Source: an optimization exercise on an open RTL-to-GDS flow (aim: small area, a short achievable clock period and few clock cycles per item). Production flows keep margins and buffers that such runs may drop.
Where RTL was checked, it was by simulation tests only, not by an equivalence proof against the original.

== run A ==
// pi_ctrl
module pi_ctrl (
  input  logic         clk,
  input  logic         rst_n,
  input  logic         start,
  input  logic [127:0] set,
  input  logic [127:0] feedback,
  input  logic         infrain,
  input  logic         gain_we,
  input  logic [31:0]  ka_in,
  input  logic [31:0]  kb_in,
  input  logic         clr,
  output logic         busy,
  output logic         done,
  output logic [127:0] result,
  output logic [3:0]   sat
);
  pi_inc_mux #(.CH(4), .W(32), .ACCUM(1'b1)) u_pi (
    .clk(clk), .rst_n(rst_n), .start(start), .set(set), .feedback(feedback),
    .infrain(infrain), .gain_we(gain_we), .ka_in(ka_in), .kb_in(kb_in), .clr(clr),
    .busy(busy), .done(done), .result(result), .sat(sat));
endmodule
Size in the first run: roughly 460 I/O pins, ~80000 um^2 of cells after synthesis.
==> flow/config.mk <==
export PLATFORM = sky130hd
export DESIGN_NAME = pi_ctrl
export DESIGN_NICKNAME = pi_ctrl
export VERILOG_FILES = /design/flow/design.v
export SDC_FILE = /design/flow/constraint.sdc
export NUM_CORES = 4
export LEC_CHECK = 0
export CAP_MARGIN = 20
export CORE_MARGIN = 2
export CORE_UTILIZATION = 40
export SETUP_SLACK_MARGIN = 0.6
export SLEW_MARGIN = 20
export SYNTH_HIERARCHICAL = 1
export SYNTH_MINIMUM_KEEP_SIZE = 0
==> flow/constraint.sdc <==
create_clock -name core_clock -period 11.0 [get_ports {clk}]
set_input_delay 2.2000 -clock core_clock [delete_from_list [all_inputs] [get_ports {clk}]]
set_output_delay 2.2000 -clock core_clock [all_outputs]
set_load 0.01 [all_outputs]
standard.sh (not shown) runs the stock make flow with config.mk's settings and CLKGATE_MAP_FILE= SYNTH_SCRIPT=/design/flow/synth_recipe.tcl, a recipe that flattens the netlist after the stock synthesis.
==> flow/flow/run.sh <==
#!/bin/bash
# The standard layout (standard synthesis unchanged), except that the port
# buffers that placement inserts on every input and output are buf_4 cells
# instead of the default smallest buffer (a slow delay buffer on sky130hd).
set -euo pipefail
export BUFFER_PORTS_ARGS="-buffer_cell sky130_fd_sc_hd__buf_4"
bash standard.sh > standard.log 2>&1
Setup changes, run A to run B
==> flow/run.sh (new file) <==
#!/bin/bash
# synth_recipe.tcl (not shown) runs the flow's synth.tcl, then flattens the netlist and writes it again
# the make line also repeats each setting of config.mk as NAME=value (left out here)
make -C /OpenROAD-flow-scripts/flow DESIGN_CONFIG=/design/flow/config.mk WORK_HOME=/design/flow/orfs CLKGATE_MAP_FILE= SYNTH_SCRIPT=/design/flow/synth_recipe.tcl finish
removed: flow/flow/run.sh
removed: flow/standard.sh
--- outcome ---
Going from run A to run B, count of filler cells inserted in the layout shrank by 261; clock period minus worst slack has increased; share of the core filled with cells higher.
Run B vs run A: global-route wire length before repair up slightly
Going from run A to run B, the total track usage was found to have gone up by 0.36 points.
Number of nets in the layout for run B is higher than for run A.
Proportion of cell area occupied by multi-input gates (run B over run A): decrease, 1.9 points
[run B] final critical-path setup slack fell 0.16 ns relative to run A
Sort run B and run A by detailed-routed wire length on met3, ascending, and run A comes first.
Run B vs run A — fraction of area in registers dropped 0.38 points.
Looking at clock-buffer cell count, run B sits 2 below run A.
> inputs changed (run B -> run C)
==> flow/flow/run.sh (new file) <==
#!/bin/bash
# The standard layout (standard synthesis unchanged), except that the port
# buffers that placement inserts on every input and output are buf_2 cells
# instead of the default smallest buffer (a slow delay buffer on sky130hd).
set -euo pipefail
export BUFFER_PORTS_ARGS="-buffer_cell sky130_fd_sc_hd__buf_2"
bash standard.sh > standard.log 2>&1
==> flow/standard.sh (new file) <==
#!/bin/bash
# synth_recipe.tcl (not shown) runs the flow's synth.tcl, then flattens the netlist and writes it again
# the make line also repeats each setting of config.mk as NAME=value (left out here)
make -C /OpenROAD-flow-scripts/flow DESIGN_CONFIG=/design/flow/config.mk WORK_HOME=/design/flow/orfs CLKGATE_MAP_FILE= SYNTH_SCRIPT=/design/flow/synth_recipe.tcl "${@:-finish}"
removed: flow/run.sh
Results
Looking at termination of the worst setup path, the result[56] result is from run C; the result[31] one comes from run B.
Summary of the comparison: hold slack is higher in run C, relative to run B.
Compare run C and run B | final critical delay including setup and external delays lower: run C
Sequential share of cell area, run C and run B: higher on run C
Run C gives less clock skew after layout than run B did.
| non-clock buffering overhead in the final layout | lower: run C |
The design area in run C sits 4200 um^2 below the value recorded for run B.
Net count reported at finish on run C is down relative to run B.
In run C the final worst slack turned out 0.16 ns higher than in run B.
No run of this note included a check of the RTL's function; only the layout flow was run.

* * *

pi_ctrl, a different RTL version from the one above (not shown whole).
Size in the first run: about 8,200 cells after synthesis.
clock: 11.0 ns
lec_check: 0
cap_margin: 20
core_margin: 2
core_utilization: 40
setup_slack_margin: 1.2
slew_margin: 20
synth_hierarchical: 1
synth_minimum_keep_size: 0
run.sh (not shown) runs the stock make flow with config.mk's settings and CLKGATE_MAP_FILE= SYNTH_SCRIPT=/design/flow/synth_recipe.tcl, a recipe that flattens the netlist after the stock synthesis.
Stock flow here: none of the scripts above is used.
Testbench counts at the start, summed over its fixed seeds: cycles 3,192, items 1,600.
==> next run, changes <==
--- a/flow/config.mk
+++ b/flow/config.mk
@@ -9,5 +9,5 @@
 export CORE_MARGIN = 2
 export CORE_UTILIZATION = 40
-export SETUP_SLACK_MARGIN = 1.2
+export SETUP_SLACK_MARGIN = 2.0
 export SLEW_MARGIN = 20
 export SYNTH_HIERARCHICAL = 1
Effect:
- design area increases by 1.2%
- global-route usage increases by 0.80 points
- non-clock buffer count increases by 70
- worst setup slack gains 0.27 ns
- synthesized area is unchanged
- critical path depth decreases by 4
- synthesized cell count stays the same
- core utilization increases by 0.57 points
- cell count increases by 0.68%
==> next run, changes <==
--- a/flow/config.mk
+++ b/flow/config.mk
@@ -9,5 +9,4 @@
 export CORE_MARGIN = 2
 export CORE_UTILIZATION = 40
-export SETUP_SLACK_MARGIN = 2.0
 export SLEW_MARGIN = 20
 export SYNTH_HIERARCHICAL = 1
Clock skew climbs by 0.032 ns.
Area after synthesis is unchanged.
First-iteration DRC count went down by a few percent.
==> next run, changes <==
--- a/flow/config.mk
+++ b/flow/config.mk
@@ -9,4 +9,5 @@
 export CORE_MARGIN = 2
 export CORE_UTILIZATION = 40
+export SETUP_SLACK_MARGIN = 0.6
 export SLEW_MARGIN = 20
 export SYNTH_HIERARCHICAL = 1
Fmax increases by a few percent; synthesized area does not change; die area does not change; clock skew stays flat; cell area increases slightly; via count climbs slightly.

[re-timing with driven ports]
In the flow no input, the clock included, has a driving cell. The finished layouts below were timed again as built, in two steps. Step 1: set_driving_cell puts a clkbuf_16 on clk and a buf_2 on each other input, an assumption about the parent block. Step 2 moves the port delays by t, midway between the first and last clock arrival at a register: inputs arrive t later, outputs are due t later. That takes back most of the time a late clock gives input paths. Three values: ideal ports, drivers, drivers and shift; two values: the first two.
| run | t (ns) | slack for setup (ns) | latest minus earliest clock arrival (ns) | worst slew at a driven data input, ns |
|---|---|---|---|---|
| run A | 0.809 | 0.767 / 0.680 / 1.490 | 0.055 / 0.055 | 0.25 |
| run B | 0.810 | 0.607 / 0.511 / 1.322 | 0.057 / 0.057 | 0.21 |
| run C | 0.791 | 0.767 / 0.678 / 1.469 | 0.040 / 0.040 | 0.22 |
| the first run of note 2 | 0.822 | 0.683 / 0.592 / 1.414 | 0.073 / 0.074 | 0.09 |
| the second run of note 2 | 0.811 | 0.950 / 0.859 / 1.670 | 0.043 / 0.044 | 0.24 |
| the third run of note 2 | 0.819 | 0.256 / 0.163 / 0.981 | 0.072 / 0.073 | 0.09 |
| the fourth run of note 2 | 0.825 | 0.766 / 0.686 / 1.511 | 0.076 / 0.076 | 0.09 |
After both steps every run listed still meets setup and hold.
